Background: an optimization exercise with open tools, aiming at small area, a short achievable clock period and few clock cycles per item. Do not read the settings as production practice. Power and IR drop assume default switching activity.

Setup of oak:
==> flow/design.v (excerpt) <==
module tomasulo_core (
  input  logic                             clk,
  input  logic                             rst,
  input  logic                             instr_req,
  input  logic [tomasulo_pkg::instr_w-1:0] instr,
  input  logic [tomasulo_pkg::reg_w-1:0]   dbg_addr,
  output logic                             instr_ack,
  output logic [tomasulo_pkg::data_w-1:0]  dbg_data,
  output logic                             dbg_busy,
  output logic                             wb_valid,
  output logic [tomasulo_pkg::reg_w-1:0]   wb_dest,
  output logic [tomasulo_pkg::data_w-1:0]  wb_data
);
==> module tomasulo_core, before the edit <==
module tomasulo_core (
  input  logic                             clk,
  input  logic                             rst,
  input  logic                             instr_req,
  input  logic [tomasulo_pkg::instr_w-1:0] instr,
  input  logic [tomasulo_pkg::reg_w-1:0]   dbg_addr,
  output logic                             instr_ack,
  output logic [tomasulo_pkg::data_w-1:0]  dbg_data,
  output logic                             dbg_busy,
  output logic                             wb_valid,
  output logic [tomasulo_pkg::reg_w-1:0]   wb_dest,
  output logic [tomasulo_pkg::data_w-1:0]  wb_data
);
  localparam int Q = 5;
  logic [Q-1:0] q_v;
  logic [Q-1:0] q_mul;
  logic [2:0]   q_dest [Q];
  logic [2:0]   q_sa   [Q];
  logic [2:0]   q_sb   [Q];
  logic [2:0] step;
  logic [31:0] ps;
  logic [31:0] pc;
  logic [0:0] px;
  logic [0:0] nx;
  logic [31:0] regs [1:7];
  logic [3:0] b_one;
  logic [3:0] b_two;
  logic [3:0] b_neg;
  logic [2:0]  op;
  logic [2:0]  i_dest;
  logic [2:0]  i_sa;
  logic [2:0]  i_sb;
  logic        i_add;
  logic        i_mul;
  logic        i_alu;
  logic        accept;
  logic        push;
  logic        pop;
  logic        mstep;
  logic        mlast;
  logic [31:0] rd_a;
  logic [31:0] rd_b;
  logic [31:0] sum;
  logic [31:0] ns;
  logic [31:0] nc;
  logic [31:0] wd_hi;
  logic [8:0] nd;
  logic [8:0] dsel;
  logic [2:0]  nh_sa;
  logic [2:0]  nh_sb;
  logic [8:0] pf;
  logic [8:0] pfd;
  assign {op, i_dest, i_sa, i_sb} = instr;
  assign i_add = (op == tomasulo_pkg::op_add);
  assign i_mul = (op == tomasulo_pkg::op_mul);
  assign i_alu = i_add || i_mul;
  assign mstep = q_v[0] && q_mul[0] && (step != 3'd4);
  assign pop   = q_v[0] && !mstep;
  assign mlast = q_v[0] && q_mul[0] && (step == 3'd3);
  assign accept = instr_req && !instr_ack && (!i_alu || !q_v[Q-1] || pop);
  assign push   = accept && i_alu;
  always_ff @(posedge clk) begin
    if (rst) begin
      instr_ack <= 1'b0;
    end else if (accept) begin
      instr_ack <= 1'b1;
    end else if (!instr_req) begin
      instr_ack <= 1'b0;
    end
  end
  logic [Q-1:0] q_here;
  logic [Q:0]   q_vx;
  assign q_vx = {1'b0, q_v};
  always_comb begin
    for (int i = 0; i < Q; i++) begin
      if (pop) begin
        q_here[i] = push && q_vx[i] && !q_vx[i + 1];
      end else begin
        q_here[i] = push && !q_vx[i] && ((i == 0) || q_vx[(i + Q) % (Q + 1)]);
      end
    end
  end
  always_ff @(posedge clk) begin
    if (rst) begin
      q_v  <= '0;
      step <= '0;
    end else begin
      for (int i = 0; i < Q; i++) begin
        q_v[i] <= (pop ? q_vx[i + 1] : q_v[i]) || q_here[i];
      end
      if (pop) begin
        step <= '0;
      end else if (mstep) begin
        step <= step + 1'b1;
      end
    end
  end
  always_ff @(posedge clk) begin
    for (int i = 0; i < Q; i++) begin
      if (q_here[i]) begin
        q_mul[i]  <= i_mul;
        q_dest[i] <= i_dest;
        q_sa[i]   <= i_sa;
        q_sb[i]   <= i_sb;
      end else if (pop && (i + 1 < Q)) begin
        q_mul[i]  <= q_mul[(i + 1) % Q];
        q_dest[i] <= q_dest[(i + 1) % Q];
        q_sa[i]   <= q_sa[(i + 1) % Q];
        q_sb[i]   <= q_sb[(i + 1) % Q];
      end else if ((i == 0) && mlast) begin
        q_sa[i] <= 3'd0;
        q_sb[i] <= 3'd0;
      end
    end
  end
  always_comb begin
    rd_a = {ps[31] ^ (^px), ps[30:0]};
    rd_b = pc;
    for (int k = 1; k < 8; k++) begin
      if (q_sa[0] == 3'(k)) rd_a = regs[k];
      if (q_sb[0] == 3'(k)) rd_b = regs[k];
    end
  end
  assign sum = rd_a + rd_b;
  always_comb begin
    case (step)
      3'd0: nd = {rd_b[23:16], rd_b[15]};
      3'd1: nd = {rd_b[15:8], rd_b[7]};
      3'd2: nd = {rd_b[7:0], 1'b0};
      default: nd = '0;
    endcase
  end
  assign nh_sa = (pop && q_v[1 % Q] && (Q > 1)) ? q_sa[1 % Q] : i_sa;
  assign nh_sb = (pop && q_v[1 % Q] && (Q > 1)) ? q_sb[1 % Q] : i_sb;
  always_comb begin
    pf = '0;
    for (int k = 1; k < 8; k++) begin
      if (nh_sb == 3'(k)) pf = regs[k][31:23];
    end
    if (pop && (q_dest[0] == nh_sb) && (nh_sb != 3'd0)) pf = sum[31:23];
  end
  assign pfd = {pf[8:1], pf[0]};
  always_comb begin
    if (mstep) begin
      dsel = ((q_sa[0] == 3'd0) || (q_sb[0] == 3'd0)) ? '0 : nd;
    end else begin
      dsel = ((nh_sa == 3'd0) || (nh_sb == 3'd0)) ? '0 : pfd;
      dsel[8:9] = '0;
    end
  end
  always_ff @(posedge clk) begin
    for (int i = 0; i < 4; i++) begin
      b_one[i] <= dsel[2 * i + 1] ^ dsel[2 * i];
      b_two[i] <= (dsel[2 * i + 2] & ~dsel[2 * i + 1] & ~dsel[2 * i]) |
                  (~dsel[2 * i + 2] & dsel[2 * i + 1] & dsel[2 * i]);
      b_neg[i] <= dsel[2 * i + 2];
    end
  end
  mul_csa_step csa_inst (.a(rd_a), .one(b_one), .two(b_two), .neg(b_neg),
                         .ps(ps), .pc(pc), .s(ns), .c(nc), .x(nx));
  always_ff @(posedge clk) begin
    if (rst || !mstep) begin
      ps <= '0;
      pc <= '0;
      px <= '0;
    end else begin
      ps <= ns;
      pc <= nc;
      px <= nx;
    end
  end
  assign wd_hi = rst ? 32'd0 : sum;
  always_ff @(posedge clk) begin
    for (int k = 1; k < 8; k++) begin
      if (rst || (pop && (q_dest[0] == 3'(k)))) begin
        regs[k] <= {wd_hi[31:3], rst ? 3'(k) : sum[2:0]};
      end
    end
  end
  always_ff @(posedge clk) begin
    if (rst) begin
      wb_valid <= 1'b0;
    end else begin
      wb_valid <= pop;
    end
    wb_dest <= q_dest[0];
    wb_data <= sum;
  end
  always_comb begin
    dbg_data = '0;
    for (int k = 1; k < 8; k++) begin
      if (dbg_addr == 3'(k)) dbg_data = regs[k];
    end
  end
  always_comb begin
    dbg_busy = wb_valid && (wb_dest == dbg_addr);
    for (int i = 0; i < Q; i++) begin
      if (q_v[i] && (q_dest[i] == dbg_addr)) dbg_busy = 1'b1;
    end
    if (dbg_addr == 3'd0) dbg_busy = 1'b0;
  end
endmodule
==> flow/config.mk <==
export PLATFORM = sky130hd
export DESIGN_NAME = tomasulo_core
export DESIGN_NICKNAME = tomasulo_core
export VERILOG_FILES = /design/flow/design.v
export SDC_FILE = /design/flow/constraint.sdc
export NUM_CORES = 4
export LEC_CHECK = 0
export CAP_MARGIN = 20
export CORE_MARGIN = 2
export CORE_UTILIZATION = 55
export CTS_BUF_LIST = sky130_fd_sc_hd__clkbuf_16
export CTS_CLUSTER_DIAMETER = 120
export CTS_CLUSTER_SIZE = 24
export SETUP_SLACK_MARGIN = 4.5
export SLEW_MARGIN = 20
export BUFFER_PORTS_ARGS = -buffer_cell sky130_fd_sc_hd__buf_2
==> flow/constraint.sdc <==
create_clock -name core_clock -period 9.0 [get_ports {clk}]
set_input_delay 1.8000 -clock core_clock [delete_from_list [all_inputs] [get_ports {clk}]]
set_output_delay 1.8000 -clock core_clock [all_outputs]
set_load 0.01 [all_outputs]
standard.sh (not shown) runs the stock make flow with config.mk's settings and CLKGATE_MAP_FILE= SYNTH_SCRIPT=/design/flow/synth_recipe.tcl, a recipe that flattens the netlist after the stock synthesis.
==> flow/flow/run.sh <==
#!/bin/bash
# Own layout flow: the standard flow, run whole through standard.sh
# (so synthesis is the standard one), with one change to placement: the
# buffers that global placement puts on every input and output port are
# sky130_fd_sc_hd__buf_2 cells rather than the resizer's default pick.
set -euo pipefail
cp standard.sh standard_sh.log
echo "export BUFFER_PORTS_ARGS = -buffer_cell sky130_fd_sc_hd__buf_2" >> config.mk
cp config.mk config_mk.log
bash standard.sh > standard.log 2>&1
oak finished end to end and its layout was clean on timing, DRC and antenna.
The following lists how pine was set up differently from oak:
diff --git a/flow/design.v b/flow/design.v
--- a/flow/design.v
+++ b/flow/design.v
@@ -447,9 +447,9 @@
   output logic                             wb_valid,
   output logic [tomasulo_pkg::reg_w-1:0]   wb_dest,
   output logic [tomasulo_pkg::data_w-1:0]  wb_data
 );
-  localparam int Q = 5;
+  localparam int Q = 4;
   logic [Q-1:0] q_v;
   logic [Q-1:0] q_mul;
   logic [2:0]   q_dest [Q];
   logic [2:0]   q_sa   [Q];
@@ -581,9 +581,8 @@
     if (mstep) begin
       dsel = ((q_sa[0] == 3'd0) || (q_sb[0] == 3'd0)) ? '0 : nd;
     end else begin
       dsel = ((nh_sa == 3'd0) || (nh_sb == 3'd0)) ? '0 : pfd;
-      dsel[8:9] = '0;
     end
   end
   always_ff @(posedge clk) begin
     for (int i = 0; i < 4; i++) begin
[summary]
pine finished every step from synthesis to the final layout, and the layout passed the timing, design-rule and antenna checks.
Switching fraction of total power was lower in the run labelled oak.
Compared with oak, pine shows initial core utilization higher by 0.29 points.
Higher layout buffering overhead excluding clock cells goes to pine over oak.
When the final numbers for oak and pine were put side by side, the part of the power in the clock network turned out to be smaller in pine.
oak -> pine: post-placement cell area decreased slightly
Against oak, number of signal-net buffers in the layout in pine rose by a few percent.
Relative to oak, initial antenna violation count has decreased by 1 in pine.
pine reports a higher measured slew at the worst slew-check pin than oak does.
pine ended with more routed length on met2 than oak.
Simple logic cell fraction of the synthesized area sits higher in pine than in oak.
Row final period demand of the worst path: pine higher / oak lower
Looking at final standard cell count with taps included and fillers excluded across oak and pine, the one that comes out higher is pine.
No run of this note included a check of the RTL's function; only the layout flow was run.

## what the ideal ports hide
The results above use ideal ports. As a check the final layouts listed here were re-extracted and re-timed, cells and wires unchanged. Step 1 sets driving cells, clkbuf_16 on the clock port and buf_2 on the other inputs (assumed; they add their load-dependent delay and slew). Step 2, shift: input delay + t, output delay - t, t = (earliest + latest rising clock arrival at the registers) / 2. This alone moves slack from input paths to output paths. Slacks: ideal ports / drivers / drivers and shift; pairs: ideal ports / drivers.
run	t, ns	slack for setup (ns)	hold slack, ns
oak	0.631	4.187 / 3.965 / 3.965	0.514 / 0.514 / 0.514
pine	0.621	4.075 / 4.024 / 4.024	0.530 / 0.530 / 0.530
After both steps every run listed still meets setup and hold. For oak, which loses most, drivers alone change the setup slack by -0.222 ns; drivers and shift together by -0.222 ns.
